This is an optimization exercise on Yosys and OpenROAD, whose aim is small area and a short achievable clock period, not a production implementation. At most, simulation tests tie the RTL to the original design; equivalence was not proved.

run A:
// sidAudioPath
module sidAudioPath (
  input  logic               clk,
  input  logic               rst,
  input  logic               sampleValid,
  input  logic signed [11:0] voice0,
  input  logic signed [11:0] voice1,
  input  logic signed [11:0] voice2,
  input  logic [7:0]         env0,
  input  logic [7:0]         env1,
  input  logic [7:0]         env2,
  input  logic [2:0]         filterRoute,
  input  logic [1:0]         mode,
  input  logic [15:0]        coef,
  input  logic [3:0]         volume,
  output logic signed [15:0] audioOut,
  output logic               audioValid
);
  logic val1, val2, val3, val4, val5, val6;
  logic rst_r;   
  always_ff @(posedge clk) begin
    val1       <= sampleValid & ~rst;
    val2       <= val1 & ~rst;
    val3       <= val2 & ~rst;
    val4       <= val3 & ~rst;
    val5       <= val4 & ~rst;
    val6       <= val5 & ~rst;
    audioValid <= val6 & ~rst;
    rst_r      <= rst;
  end
  logic [11:0] nv0_1, nv1_1, nv2_1;   
  wire  [11:0] v0_1 = ~nv0_1, v1_1 = ~nv1_1, v2_1 = ~nv2_1;
  logic [7:0]  e0_1, e1_1, e2_1;
  logic [2:0]  rt_1;
  logic [15:0] coef_r;
  logic [1:0]  mode_r;
  logic [3:0]  vol_r;
  always_ff @(posedge clk) begin
    nv0_1 <= ~voice0; nv1_1 <= ~voice1; nv2_1 <= ~voice2;
    e0_1 <= env0;   e1_1 <= env1;   e2_1 <= env2;
    rt_1   <= filterRoute;
    coef_r <= coef;
    mode_r <= mode;
    vol_r  <= volume;
  end
  logic [8:0] kb_none, kb_ntwo, kb_nneg;   
  wire [8:0] kb_one = ~kb_none, kb_two = ~kb_ntwo, kb_neg = ~kb_nneg;
  logic [8:0] kb_oneB, kb_twoB, kb_negB;   
  always_ff @(posedge clk) begin
    kb_none[0] <= ~(coef_r[0] ^ 1'b0); kb_ntwo[0] <= ~((coef_r[1] & ~coef_r[0] & ~1'b0) | (~coef_r[1] & coef_r[0] & 1'b0)); kb_nneg[0] <= ~(~coef_r[1] & (coef_r[0] | 1'b0));
  ...
Size: roughly 4200 cells after synthesis.
clock: 20.0 ns
lec_check: 0
abc_area: 1
cap_margin: 20
core_margin: 2
core_utilization: 40
slew_margin: 20
standard.sh (not shown) runs the stock make flow with config.mk's settings and CLKGATE_MAP_FILE= SYNTH_SCRIPT=/design/flow/synth_recipe.tcl, a recipe that flattens the netlist after the stock synthesis.
==> flow/flow/run.sh <==
#!/bin/bash
# The standard layout with two changes in how it is made (the SDC is unchanged):
#  - after the standard synthesis, flow/invopt.py re-places the netlist's inverters around
#    its full adders and XOR gates (a full adder is self-dual, so each may compute the
#    complements of its outputs from complemented inputs; an XOR gate absorbs an inverted
#    input by becoming an XNOR); registers and all other cells are left as they are;
#  - the resizer's setup repair aims at a shorter period than the 20 ns constraint: paths
#    with less than MARGIN ns of slack are sized up and buffered.
set -euo pipefail
MARGIN=$(cat flow/margin.txt)
R=orfs/results/sky130hd/sidAudioPath/base
bash standard.sh synth > synth.log 2>&1
cp $R/1_2_yosys.v $R/1_2_yosys_std.v
python3 flow/invopt.py $R/1_2_yosys_std.v $R/1_2_yosys.v > invopt.log 2>&1
touch $R/1_2_yosys.v
bash standard.sh SETUP_SLACK_MARGIN=$MARGIN finish > standard.log 2>&1
Other scripts of this flow, unchanged in this note and not shown: flow/flow/invopt.py, flow/flow/margin.txt
Relative to run A, the following input files were edited for run B:
- an added CTS_BUF_LIST of sky130_fd_sc_hd__clkbuf_8
Findings:
- Global-route usage of run B is on par with run A.
- Slowest stage cell on the critical path: or4_1 -> run A, dfxtp_4 -> run B
- On run B: met2 track demand over resource in global routing is 0.33 points lower than what run A gave.
- Detailed-route wire length essentially unchanged between run A and run B.
- NOTE: number of nets in the finished design in run B exceeds that of run A
- In terms of wire length of the first global-routing pass, run B and run A differ only marginally.
- From run A to run B the numbers moved as follows: final instance area lost about 0.36%, core utilization lost 0.16 points, final instance count without filler cells picked up an extra 39.
- | worst hold slack after final layout | lower: run A |
### run B -> run C
- changing CTS_BUF_LIST from sky130_fd_sc_hd__clkbuf_8 to sky130_fd_sc_hd__clkbuf_4 sky130_fd_sc_hd__clkbuf_8
Compared to run B, run C has total of clock buffers placed in the layout 12% higher.
Summary of run C over run B: register clock-pin slew on the reported worst setup and hold paths barely changed.
Run C against run B: instance area after placement barely changed; cell depth of the worst flop-to-flop path dropped 1; synthesis-to-finish area growth barely changed.
Run B has a lower actual slew at the worst max-slew pin than run C.
Run B and run C ended up with roughly the same wire length of the first global-routing pass.
Compared with run B, run C shows a lower worst setup margin.
Looking at run B and run C, the final design instance area without fill is a wash.


Another version of the RTL of sidAudioPath (not shown whole).
Size in the first run: roughly 110 I/O pins, ~40000 um^2 of cells after synthesis.
==> flow/config.mk <==
export PLATFORM = sky130hd
export DESIGN_NAME = sidAudioPath
export DESIGN_NICKNAME = sidAudioPath
export VERILOG_FILES = /design/flow/design.v
export SDC_FILE = /design/flow/constraint.sdc
export NUM_CORES = 4
export LEC_CHECK = 0
export CAP_MARGIN = 20
export CORE_MARGIN = 2
export CORE_UTILIZATION = 40
export SLEW_MARGIN = 20
==> flow/constraint.sdc <==
create_clock -name core_clock -period 20.0 [get_ports {clk}]
set_input_delay 4.0000 -clock core_clock [delete_from_list [all_inputs] [get_ports {clk}]]
set_output_delay 4.0000 -clock core_clock [all_outputs]
set_load 0.01 [all_outputs]
==> flow/flow/run.sh <==
#!/bin/bash
# The standard layout with two changes in how it is made (the SDC is unchanged):
#  - after the standard synthesis, flow/invopt.py re-places the netlist's inverters around
#    its full adders (a full adder is self-dual, so each may compute the complements of its
#    outputs from complemented inputs); registers and all other cells are left as they are;
#  - the resizer's setup repair aims at a shorter period than the 20 ns constraint: paths
#    with less than MARGIN ns of slack are sized up and buffered.
set -euo pipefail
MARGIN=$(cat flow/margin.txt)
R=orfs/results/sky130hd/sidAudioPath/base
bash standard.sh synth > synth.log 2>&1
cp $R/1_2_yosys.v $R/1_2_yosys_std.v
python3 flow/invopt.py $R/1_2_yosys_std.v $R/1_2_yosys.v > invopt.log 2>&1
touch $R/1_2_yosys.v
bash standard.sh SETUP_SLACK_MARGIN=$MARGIN finish > standard.log 2>&1
==> flow/flow/margin.txt <==
14.5
Other scripts of this flow, unchanged in this note and not shown: flow/flow/invopt.py
The baseline went through all stages and came out clean.
Next try:
==> flow/flow/margin.txt (replaced) <==
14
Cell count drops by 1.8%.
Synthesized area is unchanged.
Critical path depth is higher by 2.
Maximum frequency came out lower by 0.40%.
Sequential cell count stays the same.
Design area came out lower by 2.5%.
Next try:
ABC_AREA = 1   (was default)
Clock skew is about the same.
Synthesized cell count goes up by about a fifth.
Die area goes up by a few percent.
Area after synthesis goes up by a few percent.
Global-route usage goes up by 1.7 points.
Critical path depth goes down by 1.
Sequential cell count is unchanged.


Another version of the RTL of sidAudioPath (not shown whole).
Size: roughly 4,300 cells after synthesis, about 110 I/O pins, ~38,000 sq um of cells after synthesis.
==> flow/config.mk <==
export PLATFORM = sky130hd
export DESIGN_NAME = sidAudioPath
export DESIGN_NICKNAME = sidAudioPath
export VERILOG_FILES = /design/flow/design.v
export SDC_FILE = /design/flow/constraint.sdc
export NUM_CORES = 4
export LEC_CHECK = 0
export ABC_AREA = 1
export CAP_MARGIN = 20
export CORE_MARGIN = 2
export CORE_UTILIZATION = 60
export SLEW_MARGIN = 20
==> flow/constraint.sdc <==
create_clock -name core_clock -period 20.0 [get_ports {clk}]
set_input_delay 4.0000 -clock core_clock [delete_from_list [all_inputs] [get_ports {clk}]]
set_output_delay 4.0000 -clock core_clock [all_outputs]
set_load 0.01 [all_outputs]
==> flow/flow/run.sh <==
#!/bin/bash
# The standard layout with two changes in how it is made (the SDC is unchanged):
#  - after the standard synthesis, flow/invopt.py re-places the netlist's inverters around
#    its full adders and XOR gates (a full adder is self-dual, so each may compute the
#    complements of its outputs from complemented inputs; an XOR gate absorbs an inverted
#    input by becoming an XNOR); registers and all other cells are left as they are;
#  - the resizer's setup repair aims at a shorter period than the 20 ns constraint: paths
#    with less than MARGIN ns of slack are sized up and buffered.
set -euo pipefail
MARGIN=$(cat flow/margin.txt)
R=orfs/results/sky130hd/sidAudioPath/base
bash standard.sh synth > synth.log 2>&1
cp $R/1_2_yosys.v $R/1_2_yosys_std.v
python3 flow/invopt.py $R/1_2_yosys_std.v $R/1_2_yosys.v > invopt.log 2>&1
touch $R/1_2_yosys.v
bash standard.sh SETUP_SLACK_MARGIN=$MARGIN finish > standard.log 2>&1
Other scripts of this flow, unchanged in this note and not shown: flow/flow/invopt.py, flow/flow/margin.txt
The first run finished clean.
Next try:
Settings changed: CORE_UTILIZATION 60 to 40.
Result:
- clock skew went down by 5.3 ps
- final area went up by 1.9%
- fmax went down by about 0.4%
- routed wire length went up by 4.1%
- die area went up by about 50%
- via count went up by 1.8%
- clock-buffer cell count went up by 16
- final cell count went up by about 9%
- non-clock buffer count went up by 15
No functional check of the RTL was part of any run of this note.


v49:
sidAudioPath, a different RTL version from the one above (not shown whole).
For scale: roughly 4100 cells after synthesis, about 110 I/O pins.
Settings: LEC_CHECK=0, ABC_AREA=1, CAP_MARGIN=20, CORE_MARGIN=2, CORE_UTILIZATION=40, SLEW_MARGIN=20; clock period 20.0 ns.
==> flow/flow/margin.txt <==
14.5
Scripts as last shown in full above: flow/flow/run.sh
Other scripts of this flow, unchanged in this note and not shown: flow/flow/invopt.py
The inputs of v28 differ from those of v49 as listed below.
- an added CTS_CLUSTER_DIAMETER of 100
- an added CTS_CLUSTER_SIZE of 30
==> flow/flow/margin.txt <==
14.8
==> results.txt <==
Taking v49 as the reference, in v28 layout cell share with drive strength beyond 1 went up. Taking v49 as the reference, in v28 number of instances in the placed design flat; clock-buffer cell count went down; worst hold slack barely changed. Of v49 and v28, the lower fraction of met1 tracks used by global routing belongs to v49. v28 vs. v49: non-clock buffer count went up by 24%. v28 completed every stage of the flow, and the final layout passed the timing, DRC and antenna checks. Reg-to-reg setup timing slack came out higher on v28 than on v49.
--- input diff v28..v50 ---
==> flow/flow/margin.txt <==
15.0
v50 and v28 all finish clean.
In v50 relative to v28, count of cells resized by post-cts repair had gone up by more than a quarter.
Number of cells in the design after placement essentially unchanged between v50 and v28.
v50 against v28: via count up 1.2%, non-clock buffer count up 27, final setup slack of the worst path up 63 ps, ratio of final minimum period to clock period down 0.31 points.
Clock period minus final worst setup slack improves in v50 relative to v28.
[inputs] v11 vs v50
- CTS_CLUSTER_SIZE no longer set, was 30
- CTS_CLUSTER_DIAMETER no longer set, was 100
==> flow/flow/margin.txt <==
14.8
### Flow results
- Each of the runs, namely v11 and v50, reached the end of the flow and came out clean.
- Re detailed-route wire length on metal 1: v50 was lower than v11.
- On area of all placed cells without fillers, v11 does worse than v50.
- In v11, the largest stage delay on the critical path came out 40 ps below the value in v50.
- v11 against v50: global-route wire length before repair has increased, clock buffer count in the final layout has increased, area growth from synthesis to final layout has increased.
- Relative to v50, post-layout minimum cycle time has increased by 66 ps in v11.
Here is what was changed in the inputs of v58 compared with v11.
==> flow/flow/margin.txt <==
15.0
### Flow results
The register-to-register slack in v58 was higher than what v11 gave.
Compared with v11, v58 instantiates a larger number of cells.
Between v58 and v11, the multi-input combinational cell count figures differ only marginally.
Total global routing track utilization of v11 is on par with v58.
Lower design area among v58 and v11: v11
Between v58 and v11, the hold buffer count at CTS does not differ in any meaningful way.
Of the two values seen for capture point of the critical path, audioOut[10] was produced by v11 and audioOut[1] by v58.
Going from v11 to v58, maximum frequency from static timing analysis up about 1.6%; worst-case setup margin in the final layout picked up an extra 80 ps.


Setup of run a:
Another version of the RTL of sidAudioPath (not shown whole).
Size in the first run: ~4200 cells after synthesis, ~110 I/O pins, about 37000 um2 of cells after synthesis.
clock: 20.0 ns
lec_check: 0
abc_area: 1
cap_margin: 20
core_margin: 2
core_utilization: 40
slew_margin: 20
==> flow/flow/margin.txt <==
14.8
Scripts as last shown in full above: flow/flow/run.sh
Other scripts of this flow, unchanged in this note and not shown: flow/flow/invopt.py
Run a completed; timing, DRC and antenna clean
Relative to run a, the following input files were edited for run b:
# run a
export LEC_CHECK = 0
export ABC_AREA = 1
export CAP_MARGIN = 20
export CORE_MARGIN = 2
export CORE_UTILIZATION = 40
export SLEW_MARGIN = 20
create_clock -name core_clock -period 20.0 [get_ports {clk}]
# run b
export LEC_CHECK = 0
export ABC_AREA = 1
export CAP_MARGIN = 20
export CORE_MARGIN = 2
export CORE_UTILIZATION = 40
export SLEW_MARGIN = 20
export TNS_END_PERCENT = 30
create_clock -name core_clock -period 20.0 [get_ports {clk}]
==> flow/flow/margin.txt <==
14.5
## What came out
- The higher met1 routed wirelength after detailed routing of run a and run b is in run a.
- Delta (run b minus run a): clock network area share shows an increase of 0.39 points, area growth from synthesis to layout has decreased, all-layer global routing usage barely changed, critical path depth lower, number of detailed-route iterations in the first pass has decreased.
- Run b vs. run a: per-cell routed wire length now sits lower; global-route wire length before repair shows no meaningful change.
- Of run a and run b, the run reporting the higher post-layout utilization of the core was run a.


Setup of exp/willow:
Another version of the RTL of sidAudioPath (not shown whole).
Size: ~37000 µm² of cells after synthesis.
clock: 20.0 ns
lec_check: 0
abc_area: 1
cap_margin: 20
core_margin: 2
core_utilization: 40
slew_margin: 20
==> flow/flow/invopt.py <==
#!/usr/bin/env python3
"""Re-place the inverters of a flat sky130 gate-level netlist around its full adders and
XOR gates. A full adder is self-dual: FA(~a, ~b, ~c) = (~cout, ~sum); an XOR/XNOR gate
absorbs an inverted input, or complements its output, by switching between XOR and XNOR.
Every inverter is taken out, each full adder and XOR gate gets a polarity (1: it computes
the complement of its original output), XOR gates take their inputs in whatever polarity
they come and fold the parity into their type, and one inverter is put back per net whose
other loads need the other polarity. Polarities are chosen to need as few inverters as
possible.
usage: invopt.py IN.v OUT.v"""
import re, sys, collections, random

src = open(sys.argv[1]).read()
m = re.search(r'^module .*?;\n', src, re.S | re.M)
endm = src.rindex('endmodule')
body = src[m.end():endm]
cell_re = re.compile(r'^\s*(sky130_fd_sc_hd__\w+)\s+(\S+)\s*\((.*?)\);\s*$', re.S | re.M)
pin_re = re.compile(r'\.(\w+)\(\s*(.*?)\s*\)(?=\s*,|\s*$)', re.S)
cells = []
last = 0
parts = []
for cm in cell_re.finditer(body):
    parts.append(body[last:cm.start()])
    last = cm.end()
    pins = {}
    for pm in pin_re.finditer(cm.group(3)):
        pins[pm.group(1)] = pm.group(2).strip()
    cells.append([cm.group(1), cm.group(2), pins])
rest = "".join(parts) + body[last:]
assert "assign" not in rest, "assign statements not handled"
decl_lines = [l for l in rest.split("\n") if l.strip()]

OUTPINS = {"X", "Y", "Q", "Q_N", "SUM", "COUT", "HI", "LO"}
def is_inv(c): return re.match(r'sky130_fd_sc_hd__(clk)?inv_\d+$', c[0]) is not None
def is_fa(c): return re.match(r'sky130_fd_sc_hd__fa_\d+$', c[0]) is not None
def is_xor(c): return re.match(r'sky130_fd_sc_hd__x(n)?or[23]_\d+$', c[0]) is not None

outports = set()
for l in decl_lines:
    mm = re.match(r'\s*output\s+(\[(\d+):(\d+)\]\s+)?(\S+);', l)
    if mm:
        if mm.group(1):
            for i in range(int(mm.group(3)), int(mm.group(2)) + 1):
                outports.add(f"{mm.group(4)}[{i}]")
        else:
            outports.add(mm.group(4))

driver = {}
for i, c in enumerate(cells):
    for p, n in c[2].items():
        if p in OUTPINS: driver[n] = (i, p)

def root(net):
    """(root net, parity) through inverter chains"""
    q = 0
    seen = 0
    while True:
        d = driver.get(net)
        if d is None or not is_inv(cells[d[0]]): return net, q
        net = cells[d[0]][2]["A"]; q ^= 1
        seen += 1
        assert seen < 100

# pins: (cell index or None for an output port, pin, root, parity)
pins = []
for i, c in enumerate(cells):
    if is_inv(c): continue
    for p, n in c[2].items():
        if p in OUTPINS: continue
        r, q = root(n)
        pins.append((i, p, r, q))
# output ports: the port net itself may be driven by an inverter
port_pins = []
for o in outports:
    r, q = root(o)
    if r != o:
        port_pins.append((o, r, q))

fa_idx = [i for i, c in enumerate(cells) if is_fa(c) or is_xor(c)]
pol = {i: 0 for i in fa_idx}
def rootpol(r):
    d = driver.get(r)
    if d is None: return 0
    return pol.get(d[0], 0)

# per root: list of (consumer fa or None, parity)
by_root = collections.defaultdict(list)
for (i, p, r, q) in pins:
    if is_xor(cells[i]): continue
    by_root[r].append((i if i in pol else None, q))
for (o, r, q) in port_pins:
    by_root[r].append((None, q))
roots_of_fa = collections.defaultdict(set)
for r, lst in by_root.items():
    d = driver.get(r)
    if d is not None and d[0] in pol: roots_of_fa[d[0]].add(r)
    for (f, q) in lst:
        if f is not None: roots_of_fa[f].add(r)

def root_cost(r):
    rp = rootpol(r)
    need = [q ^ (pol[f] if f is not None else 0) ^ rp for (f, q) in by_root[r]]
    return 1 if any(need) else 0

def total():
    return sum(root_cost(r) for r in by_root)

best = total()
start = best
random.seed(1)
cur = best
bestpol = dict(pol)
T = 1.0
for step in range(200000):
    f = random.choice(fa_idx)
    rs = roots_of_fa[f]
    before = sum(root_cost(r) for r in rs)
    pol[f] ^= 1
    after = sum(root_cost(r) for r in rs)
    d = after - before
    if d <= 0 or random.random() < pow(2.718, -d / T):
        cur += d
        if cur < best:
            best = cur; bestpol = dict(pol)
    else:
        pol[f] ^= 1
    T = max(0.05, 1.0 * (1 - step / 150000))
pol = bestpol
final = total()
print(f"inverters: {sum(1 for c in cells if is_inv(c))} -> {final} (root model {start} -> {final})", file=sys.stderr)

# rebuild: drop all inverters; flipped FAs keep their nets (which now carry complements)
out_cells = []
new_wires = []
inv_for = {}
def inv_net(r):
    if r not in inv_for:
        n = f"_invq{len(inv_for)}_"
        new_wires.append(n)
        inv_for[r] = n
        out_cells.append(["sky130_fd_sc_hd__inv_1", f"_invqc{len(inv_for)}_", {"A": r, "Y": n}])
    return inv_for[r]
for i, c in enumerate(cells):
    if is_inv(c): continue
    nc = [c[0], c[1], dict(c[2])]
    if is_xor(c):
        par = pol[i]
        for p, n in c[2].items():
            if p in OUTPINS: continue
            r, q = root(n)
            par ^= q ^ rootpol(r)
            nc[2][p] = r
        if par:
            mx = re.match(r"sky130_fd_sc_hd__(x(n)?or)([23])_(\d+)$", c[0])
            kind, k, size = mx.group(1), mx.group(3), mx.group(4)
            newkind = "xor" if kind == "xnor" else "xnor"
            nc[0] = f"sky130_fd_sc_hd__{newkind}{k}_{size}"
            if k == "2":
                # xor2 drives X, xnor2 drives Y
                outp = "X" if "X" in nc[2] else "Y"
                net = nc[2].pop(outp)
                nc[2]["Y" if newkind == "xnor" else "X"] = net
        out_cells.append(nc)
        continue
    for p, n in c[2].items():
        if p in OUTPINS: continue
        r, q = root(n)
        need = q ^ (pol[i] if i in pol else 0) ^ rootpol(r)
        nc[2][p] = inv_net(r) if need else r
    out_cells.append(nc)
# output ports driven through inverters: drive them from an inverter or a buffer-free net
port_fix = []
for (o, r, q) in port_pins:
    need = q ^ rootpol(r)
    # the port net must carry r ^ q; build it from r
    if need:
        out_cells.append(["sky130_fd_sc_hd__inv_1", f"_invqp_{len(port_fix)}_", {"A": r, "Y": o}])
    else:
        out_cells.append(["sky130_fd_sc_hd__buf_1", f"_invqp_{len(port_fix)}_", {"A": r, "X": o}])
    port_fix.append(o)
# a root that is itself an output port of a flipped FA would change the port's value
for o in outports:
    d = driver.get(o)
    assert not (d and d[0] in pol and pol[d[0]]), "flipped cell drives an output port"

out = [src[:m.end()]]
out += decl_lines
out += [f"  wire {w};" for w in new_wires]
for c in out_cells:
    pl = ",\n".join(f"    .{p}({n}{' ' if n.startswith(chr(92)) else ''})" for p, n in c[2].items())
    out.append(f"  {c[0]} {c[1]} (\n{pl}\n  );")
out.append("endmodule\n")
open(sys.argv[2], "w").write("\n".join(out))
==> flow/flow/margin.txt <==
14.5
Scripts as last shown in full above: flow/flow/run.sh
Here is what was changed in the inputs of exp/lagoon compared with exp/willow.
--- a/flow/flow/run.sh
+++ b/flow/flow/run.sh
@@ -4,3 +4,2 @@
-#    its full adders and XOR gates (a full adder is self-dual, so each may compute the
-#    complements of its outputs from complemented inputs; an XOR gate absorbs an inverted
-#    input by becoming an XNOR); registers and all other cells are left as they are;
+#    its full adders (a full adder is self-dual, so each may compute the complements of its
+#    outputs from complemented inputs); registers and all other cells are left as they are;
--- a/flow/flow/invopt.py
+++ b/flow/flow/invopt.py
@@ -2,8 +2,5 @@
-"""Re-place the inverters of a flat sky130 gate-level netlist around its full adders and
-XOR gates. A full adder is self-dual: FA(~a, ~b, ~c) = (~cout, ~sum); an XOR/XNOR gate
-absorbs an inverted input, or complements its output, by switching between XOR and XNOR.
-Every inverter is taken out, each full adder and XOR gate gets a polarity (1: it computes
-the complement of its original output), XOR gates take their inputs in whatever polarity
-they come and fold the parity into their type, and one inverter is put back per net whose
-other loads need the other polarity. Polarities are chosen to need as few inverters as
-possible.
+"""Re-place the inverters of a flat sky130 gate-level netlist around its full adders.
+A full adder is self-dual: FA(~a, ~b, ~c) = (~cout, ~sum). Every inverter is taken out,
+each full adder gets a polarity (1: it computes the complement of its original outputs
+from complemented inputs), and one inverter is put back per net whose loads need the
+other polarity. Polarities are chosen to need as few inverters as possible.
Findings:
Looking at exp/willow and exp/lagoon, the placed wire-length estimate is a wash. Looking at exp/willow and exp/lagoon, the final critical delay including setup and external delays is a wash. From exp/willow to exp/lagoon the numbers moved as follows: final count of pins violating max slew roughly the same; total track usage ~0 delta. From exp/lagoon to exp/willow, count of antenna-violating nets left after detailed routing did not move at all.
Edits applied to the flow inputs when going from exp/lagoon to exp/tundra:
--- a/flow/flow/run.sh
+++ b/flow/flow/run.sh
@@ -4,2 +4,3 @@
-#    its full adders (a full adder is self-dual, so each may compute the complements of its
-#    outputs from complemented inputs); registers and all other cells are left as they are;
+#    its full adders and XOR gates (a full adder is self-dual, so each may compute the
+#    complements of its outputs from complemented inputs; an XOR gate absorbs an inverted
+#    input by becoming an XNOR); registers and all other cells are left as they are;
--- a/flow/flow/invopt.py
+++ b/flow/flow/invopt.py
@@ -2,5 +2,8 @@
-"""Re-place the inverters of a flat sky130 gate-level netlist around its full adders.
-A full adder is self-dual: FA(~a, ~b, ~c) = (~cout, ~sum). Every inverter is taken out,
-each full adder gets a polarity (1: it computes the complement of its original outputs
-from complemented inputs), and one inverter is put back per net whose loads need the
-other polarity. Polarities are chosen to need as few inverters as possible.
+"""Re-place the inverters of a flat sky130 gate-level netlist around its full adders and
+XOR gates. A full adder is self-dual: FA(~a, ~b, ~c) = (~cout, ~sum); an XOR/XNOR gate
+absorbs an inverted input, or complements its output, by switching between XOR and XNOR.
+Every inverter is taken out, each full adder and XOR gate gets a polarity (1: it computes
+the complement of its original output), XOR gates take their inputs in whatever polarity
+they come and fold the parity into their type, and one inverter is put back per net whose
+other loads need the other polarity. Polarities are chosen to need as few inverters as
+possible.
==> flow/flow/margin.txt <==
14.7
--- outcome ---
- On count of placed standard cells in the final layout, fillers left out, exp/tundra and exp/lagoon are basically level.
- For register fraction of the total cell area, exp/lagoon and exp/tundra come out practically identical.
Changes in exp/umber relative to exp/tundra:
==> flow/flow/margin.txt <==
14.3
Findings:
Fraction of area in registers, exp/umber and exp/tundra: lower on exp/tundra
Against exp/tundra, the final cell area of exp/umber is lower.
exp/umber — worst slew margin relative to its limit 0.23 points higher, exp/tundra as reference
As of exp/umber, total of fill cells in the finished design had risen slightly compared to exp/tundra.
exp/umber against exp/tundra; storage element area is down slightly.
Every run in the comparison, exp/umber and exp/tundra, completed the flow with a clean layout.

## afterwards: timing with drivers on the ports
No port has a modelled driver above. Below, the same layouts with a new extraction and two added sets of constraints.
Step 1, drivers: a clkbuf_16 drives clk and a buf_2 each remaining input, both assumed.
Step 2 moves the port delays by t, midway between the first and last clock arrival at a register: inputs arrive t later, outputs are due t later. That takes back most of the time a late clock gives input paths.
Three values: ideal, step 1, step 2; two values: the first two.
run	t, ns	setup WS [ns]	cell pins on the clock port's net
run A of note 1	0.709	14.757 / 14.698 / 14.757	1
run B of note 1	0.756	14.734 / 14.677 / 14.734	1
run C of note 1	0.757	14.730 / 14.666 / 14.757	1
the first run of note 2	0.672	13.991 / 13.991 / 13.991	1
the second run of note 2	0.676	13.968 / 13.968 / 13.968	1
the third run of note 2	0.682	14.236 / 14.236 / 14.236	1
the first run of note 3	0.671	14.561 / 14.493 / 14.750	1
the second run of note 3	0.693	14.538 / 14.484 / 14.538	1
v49	0.665	14.560 / 14.492 / 14.807	1
v28	0.673	14.861 / 14.858 / 14.861	1
v50	0.669	14.923 / 14.861 / 14.994	1
v11	0.668	14.858 / 14.795 / 14.914	1
v58	0.665	14.938 / 14.872 / 14.988	1
run a of note 5	0.706	14.806 / 14.792 / 14.806	1
run b of note 5	0.706	14.492 / 14.421 / 14.759	1
exp/willow	0.688	14.641 / 14.641 / 14.641	1
exp/lagoon	0.688	14.641 / 14.641 / 14.641	1
exp/tundra	0.696	14.679 / 14.679 / 14.679	1
exp/umber	0.688	14.482 / 14.413 / 14.553	1
After both steps setup and hold are still met in every run listed.
